This design comes from an exercise in tuning for small area, a short achievable clock period and few clock cycles per item on the open sky130 flow, not from production work.
RTL that was checked went through simulation tests only; none was proved equivalent to the original.
No activity file was given, so power comes from the tool's default toggle rates.

==> run F: inputs <==
Design planar_pose_dead_reckoning_top, start of the top module:
module planar_pose_dead_reckoning_top (
    input  logic                    i_clk,
    input  logic                    i_rst_n,
    input  logic                    i_valid,
    output logic                    o_ready,
    input  logic signed [VEL_W-1:0] i_linear_velocity,
    input  logic signed [VEL_W-1:0] i_angular_velocity,
    input  logic [DT_W-1:0]         i_step_time,
    output logic                    o_valid,
    input  logic                    i_ready,
    output logic signed [POS_W-1:0] o_pos_x,
    output logic signed [POS_W-1:0] o_pos_y,
    output logic [HEAD_W-1:0]       o_heading,
    output logic signed [VEL_W-1:0] o_speed_echo,
    output logic signed [VEL_W-1:0] o_turn_rate_echo,
    output logic                    o_saturated
);
clock: 12.5 ns
lec_check: 0
cap_margin: 20
core_margin: 2
core_utilization: 65
setup_slack_margin: 5
slew_margin: 20
tns_end_percent: 5
run.sh (not shown) runs the stock make flow with config.mk's settings and CLKGATE_MAP_FILE= SYNTH_SCRIPT=/design/flow/synth_recipe.tcl, a recipe that flattens the netlist after the stock synthesis.
==> run A (differences from run F) <==
--- a/flow/design.v
+++ b/flow/design.v
@@ -8,14 +8,13 @@
     localparam int CORD_W = 32;
     localparam int TRIG_W = 25;
     localparam int T_W    = 35;
     localparam int ACC_W  = 41;
     localparam logic [ACC_W-1:0] POS_HALF2 = ACC_W'(64'd31250 << 25);
     localparam logic [13:0]      DIV_D     = 14'd15625;
-    localparam logic [29:0]      ANG_SCALE4 = 30'd179192536;
-    localparam logic [ACC_W-1:0] ANG_HALF4  = ACC_W'(64'd1 << 29);
+    localparam logic [ACC_W-1:0] ANG_HALF = ACC_W'(64'd1 << 27);
 endpackage
 `default_nettype wire
 `timescale 1ns / 1ps
 `default_nettype none
 import ppdr_pkg::*;
 module ppdr_cordic (
@@ -274,13 +273,13 @@
     assign n_a_valid = r_oready ? i_valid : a_valid;
     assign n_a_cnt   = r_oready ? 5'd0 : ((a_cnt == LAST) ? LAST : a_cnt + 5'd1);
     assign n_b_valid = w_xfer || (b_valid && !(r_ovalid && i_ready));
     assign n_b_cnt   = w_xfer ? 5'd0 : ((b_cnt == B_LAST) ? B_LAST : b_cnt + 5'd1);
     ppdr_cordic u_cordic (
         .i_clk     (i_clk),
-        .i_fangle  (w_head_new),
+        .i_fangle  (r_hacc[HEAD_W-1:0]),
         .o_flags   (w_flags),
         .i_load    (r_oready),
         .i_angle   (a_valid ? r_hacc[HEAD_W-1:0] : r_head),
         .i_flags   (a_valid ? r_hflags : r_head_flags),
         .i_step    (a_cnt != LAST),
         .o_cos_mag (w_cos_mag),
@@ -314,27 +313,26 @@
     end
     assign w_hb     = r_h_first ? '0 : ((r_h_t ? r_t : r_p) << 3);
     assign w_horner = w_hb + (T_W'(r_dt) * T_W'(r_dig));
     logic [2:0] n_kdig;
     always_comb begin
         case (n_a_cnt)
-            5'd9:      n_kdig = 3'd0;
-            5'd10:     n_kdig = 3'd3;
-            5'd11:     n_kdig = 3'd3;
-            5'd12:     n_kdig = 3'd1;
-            5'd13:     n_kdig = 3'd4;
-            5'd14:     n_kdig = 3'd4;
-            5'd15:     n_kdig = 3'd3;
+            5'd9:      n_kdig = 3'd6;
+            5'd10:     n_kdig = 3'd6;
+            5'd11:     n_kdig = 3'd2;
+            5'd12:     n_kdig = 3'd0;
+            5'd13:     n_kdig = 3'd1;
+            5'd14:     n_kdig = 3'd7;
+            5'd15:     n_kdig = 3'd2;
             5'd16:     n_kdig = 3'd5;
             5'd17:     n_kdig = 3'd2;
-            5'd18:     n_kdig = 3'd1;
             default: n_kdig = 3'd0;
         endcase
     end
-    assign w_head_new = r_w[VEL_W-1] ? (r_head - r_hacc[HEAD_W-1:0])
-                                     : (r_head + r_hacc[HEAD_W-1:0]);
+    assign w_head_new = r_w[VEL_W-1] ? (r_head - r_hacc[HEAD_W:1])
+                                     : (r_head + r_hacc[HEAD_W:1]);
     logic [ACC_W-1:0] w_xm_acc;
     logic [T_W-1:0]   w_xm_a;
     logic [2:0]       w_xm_d;
     logic [ACC_W-1:0] w_ax_mul;
     logic [ACC_W-1:0] w_ay_mul;
     logic [34:0]      w_ax_div;
@@ -395,29 +393,31 @@
     end
     always_ff @(posedge i_clk) begin
         r_dig     <= n_dig;
         r_h_first <= (n_a_cnt == 5'd1) || (n_a_cnt == 5'd9);
         r_h_p     <= (n_a_cnt >= 5'd1) && (n_a_cnt <= 5'd6);
         r_h_t     <= (n_a_cnt >= 5'd9) && (n_a_cnt <= 5'd14);
-        r_k_en    <= (n_a_cnt >= 5'd9) && (n_a_cnt <= 5'd18);
+        r_k_en    <= (n_a_cnt >= 5'd9) && (n_a_cnt <= 5'd17);
         r_kdig    <= n_kdig;
         if (r_oready) begin
             r_v    <= i_linear_velocity;
             r_w    <= i_angular_velocity;
             r_dt   <= i_step_time;
-            r_hacc <= ANG_HALF4;
+            r_hacc <= ANG_HALF;
         end else begin
             if (r_h_p) begin
                 r_p <= w_horner;
             end
             if (r_k_en) begin
                 r_hacc <= w_ax_mul;
             end
-            if (a_cnt == 5'd19) begin
+            if (a_cnt == 5'd18) begin
                 r_hacc[HEAD_W-1:0] <= w_head_new;
-                r_hflags           <= w_flags;
+            end
+            if (a_cnt == 5'd19) begin
+                r_hflags <= w_flags;
             end
         end
         if (r_h_t) begin
             r_t <= w_horner;
         end
         if (w_xfer) begin
==> flow/flow/run.sh (new file) <==
#!/bin/bash
# The standard layout (standard.sh, unchanged synthesis and steps), with
# the timing repair aiming 7 ns below the clock period instead of at it; the
# clock period and constraints are the design's. make's full output goes to
# make_finish.log here, and each ORFS step's log to orfs/logs/.
set -euo pipefail
bash standard.sh SETUP_SLACK_MARGIN=7 finish > make_finish.log 2>&1
==> flow/standard.sh (new file) <==
#!/bin/bash
# synth_recipe.tcl (not shown) runs the flow's synth.tcl, then flattens the netlist and writes it again
# the make line also repeats each setting of config.mk as NAME=value (left out here)
make -C /OpenROAD-flow-scripts/flow DESIGN_CONFIG=/design/flow/config.mk WORK_HOME=/design/flow/orfs CLKGATE_MAP_FILE= SYNTH_SCRIPT=/design/flow/synth_recipe.tcl "${@:-finish}"
--- a/flow/config.mk
+++ b/flow/config.mk
@@ -5,9 +5,8 @@
 export SDC_FILE = /design/flow/constraint.sdc
 export NUM_CORES = 4
 export LEC_CHECK = 0
 export CAP_MARGIN = 20
 export CORE_MARGIN = 2
 export CORE_UTILIZATION = 65
-export SETUP_SLACK_MARGIN = 5
 export SLEW_MARGIN = 20
-export TNS_END_PERCENT = 5
+export TNS_END_PERCENT = 20
removed: flow/run.sh
==> run M (differences from run F) <==
--- a/flow/design.v
+++ b/flow/design.v
@@ -8,14 +8,13 @@
     localparam int CORD_W = 32;
     localparam int TRIG_W = 25;
     localparam int T_W    = 35;
     localparam int ACC_W  = 41;
     localparam logic [ACC_W-1:0] POS_HALF2 = ACC_W'(64'd31250 << 25);
     localparam logic [13:0]      DIV_D     = 14'd15625;
-    localparam logic [29:0]      ANG_SCALE4 = 30'd179192536;
-    localparam logic [ACC_W-1:0] ANG_HALF4  = ACC_W'(64'd1 << 29);
+    localparam logic [ACC_W-1:0] ANG_HALF = ACC_W'(64'd1 << 27);
 endpackage
 `default_nettype wire
 `timescale 1ns / 1ps
 `default_nettype none
 import ppdr_pkg::*;
 module ppdr_cordic (
@@ -274,13 +273,13 @@
     assign n_a_valid = r_oready ? i_valid : a_valid;
     assign n_a_cnt   = r_oready ? 5'd0 : ((a_cnt == LAST) ? LAST : a_cnt + 5'd1);
     assign n_b_valid = w_xfer || (b_valid && !(r_ovalid && i_ready));
     assign n_b_cnt   = w_xfer ? 5'd0 : ((b_cnt == B_LAST) ? B_LAST : b_cnt + 5'd1);
     ppdr_cordic u_cordic (
         .i_clk     (i_clk),
-        .i_fangle  (w_head_new),
+        .i_fangle  (r_hacc[HEAD_W-1:0]),
         .o_flags   (w_flags),
         .i_load    (r_oready),
         .i_angle   (a_valid ? r_hacc[HEAD_W-1:0] : r_head),
         .i_flags   (a_valid ? r_hflags : r_head_flags),
         .i_step    (a_cnt != LAST),
         .o_cos_mag (w_cos_mag),
@@ -314,27 +313,26 @@
     end
     assign w_hb     = r_h_first ? '0 : ((r_h_t ? r_t : r_p) << 3);
     assign w_horner = w_hb + (T_W'(r_dt) * T_W'(r_dig));
     logic [2:0] n_kdig;
     always_comb begin
         case (n_a_cnt)
-            5'd9:      n_kdig = 3'd0;
-            5'd10:     n_kdig = 3'd3;
-            5'd11:     n_kdig = 3'd3;
-            5'd12:     n_kdig = 3'd1;
-            5'd13:     n_kdig = 3'd4;
-            5'd14:     n_kdig = 3'd4;
-            5'd15:     n_kdig = 3'd3;
+            5'd9:      n_kdig = 3'd6;
+            5'd10:     n_kdig = 3'd6;
+            5'd11:     n_kdig = 3'd2;
+            5'd12:     n_kdig = 3'd0;
+            5'd13:     n_kdig = 3'd1;
+            5'd14:     n_kdig = 3'd7;
+            5'd15:     n_kdig = 3'd2;
             5'd16:     n_kdig = 3'd5;
             5'd17:     n_kdig = 3'd2;
-            5'd18:     n_kdig = 3'd1;
             default: n_kdig = 3'd0;
         endcase
     end
-    assign w_head_new = r_w[VEL_W-1] ? (r_head - r_hacc[HEAD_W-1:0])
-                                     : (r_head + r_hacc[HEAD_W-1:0]);
+    assign w_head_new = r_w[VEL_W-1] ? (r_head - r_hacc[HEAD_W:1])
+                                     : (r_head + r_hacc[HEAD_W:1]);
     logic [ACC_W-1:0] w_xm_acc;
     logic [T_W-1:0]   w_xm_a;
     logic [2:0]       w_xm_d;
     logic [ACC_W-1:0] w_ax_mul;
     logic [ACC_W-1:0] w_ay_mul;
     logic [34:0]      w_ax_div;
@@ -395,29 +393,31 @@
     end
     always_ff @(posedge i_clk) begin
         r_dig     <= n_dig;
         r_h_first <= (n_a_cnt == 5'd1) || (n_a_cnt == 5'd9);
         r_h_p     <= (n_a_cnt >= 5'd1) && (n_a_cnt <= 5'd6);
         r_h_t     <= (n_a_cnt >= 5'd9) && (n_a_cnt <= 5'd14);
-        r_k_en    <= (n_a_cnt >= 5'd9) && (n_a_cnt <= 5'd18);
+        r_k_en    <= (n_a_cnt >= 5'd9) && (n_a_cnt <= 5'd17);
         r_kdig    <= n_kdig;
         if (r_oready) begin
             r_v    <= i_linear_velocity;
             r_w    <= i_angular_velocity;
             r_dt   <= i_step_time;
-            r_hacc <= ANG_HALF4;
+            r_hacc <= ANG_HALF;
         end else begin
             if (r_h_p) begin
                 r_p <= w_horner;
             end
             if (r_k_en) begin
                 r_hacc <= w_ax_mul;
             end
-            if (a_cnt == 5'd19) begin
+            if (a_cnt == 5'd18) begin
                 r_hacc[HEAD_W-1:0] <= w_head_new;
-                r_hflags           <= w_flags;
+            end
+            if (a_cnt == 5'd19) begin
+                r_hflags <= w_flags;
             end
         end
         if (r_h_t) begin
             r_t <= w_horner;
         end
         if (w_xfer) begin
==> flow/flow/run.sh (new file) <==
#!/bin/bash
# The standard layout (standard.sh, unchanged synthesis and steps), with
# the timing repair aiming 9 ns below the clock period instead of at it; the
# clock period and constraints are the design's. make's full output goes to
# make_finish.log here, and each ORFS step's log to orfs/logs/.
set -euo pipefail
bash standard.sh SETUP_SLACK_MARGIN=9 finish > make_finish.log 2>&1
==> flow/standard.sh (new file) <==
#!/bin/bash
# synth_recipe.tcl (not shown) runs the flow's synth.tcl, then flattens the netlist and writes it again
# the make line also repeats each setting of config.mk as NAME=value (left out here)
make -C /OpenROAD-flow-scripts/flow DESIGN_CONFIG=/design/flow/config.mk WORK_HOME=/design/flow/orfs CLKGATE_MAP_FILE= SYNTH_SCRIPT=/design/flow/synth_recipe.tcl "${@:-finish}"
--- a/flow/config.mk
+++ b/flow/config.mk
@@ -5,9 +5,8 @@
 export SDC_FILE = /design/flow/constraint.sdc
 export NUM_CORES = 4
 export LEC_CHECK = 0
 export CAP_MARGIN = 20
 export CORE_MARGIN = 2
 export CORE_UTILIZATION = 65
-export SETUP_SLACK_MARGIN = 5
 export SLEW_MARGIN = 20
 export TNS_END_PERCENT = 5
removed: flow/run.sh
==> notes <==
In run M the maximum frequency is higher than in run F, by about 22%.
Design area, lowest first: run F, run A, run M.
In run A the clock power is smaller than in run M, by about 3%.
Combinational power: run F is lower than run M (about 7%).
Count of clock-buffer cells in the layout: run F < run M < run A.
Sequential share of layout area: run M < run A < run F.
Die area: run A is smaller than run F (0.28%).
Testbench counts of run A, summed over its fixed seeds: cycles 50,560, items 2,400.
Testbench counts of run M, summed over its fixed seeds: cycles 50,560, items 2,400.
The RTL of run F was laid out without a check of its function.

[what the ideal ports hide]
The results above use ideal ports. As a check the final layouts listed here were re-extracted and re-timed, cells and wires unchanged.
Step 1 assumes that a clkbuf_16 drives the clock port and a buf_2 every other input.
Step 2 moves the port delays by t, midway between the first and last clock arrival at a register: inputs arrive t later, outputs are due t later. That takes back most of the time a late clock gives input paths.
a / b / c = ideal ports / drivers / drivers and shift; a / b = the first two.
run | shift t [ns] | setup WS [ns] | hold WS [ns] | pins driven straight from the clock port
run F | 0.707 | 5.489 / 5.489 / 5.489 | 0.422 / 0.422 / 0.422 | 1
run A | 0.726 | 6.852 / 6.852 / 6.852 | 0.423 / 0.423 / 0.423 | 1
run M | 0.725 | 6.733 / 6.733 / 6.733 | 0.415 / 0.415 / 0.415 | 1
After both steps setup and hold are still met in every run listed.
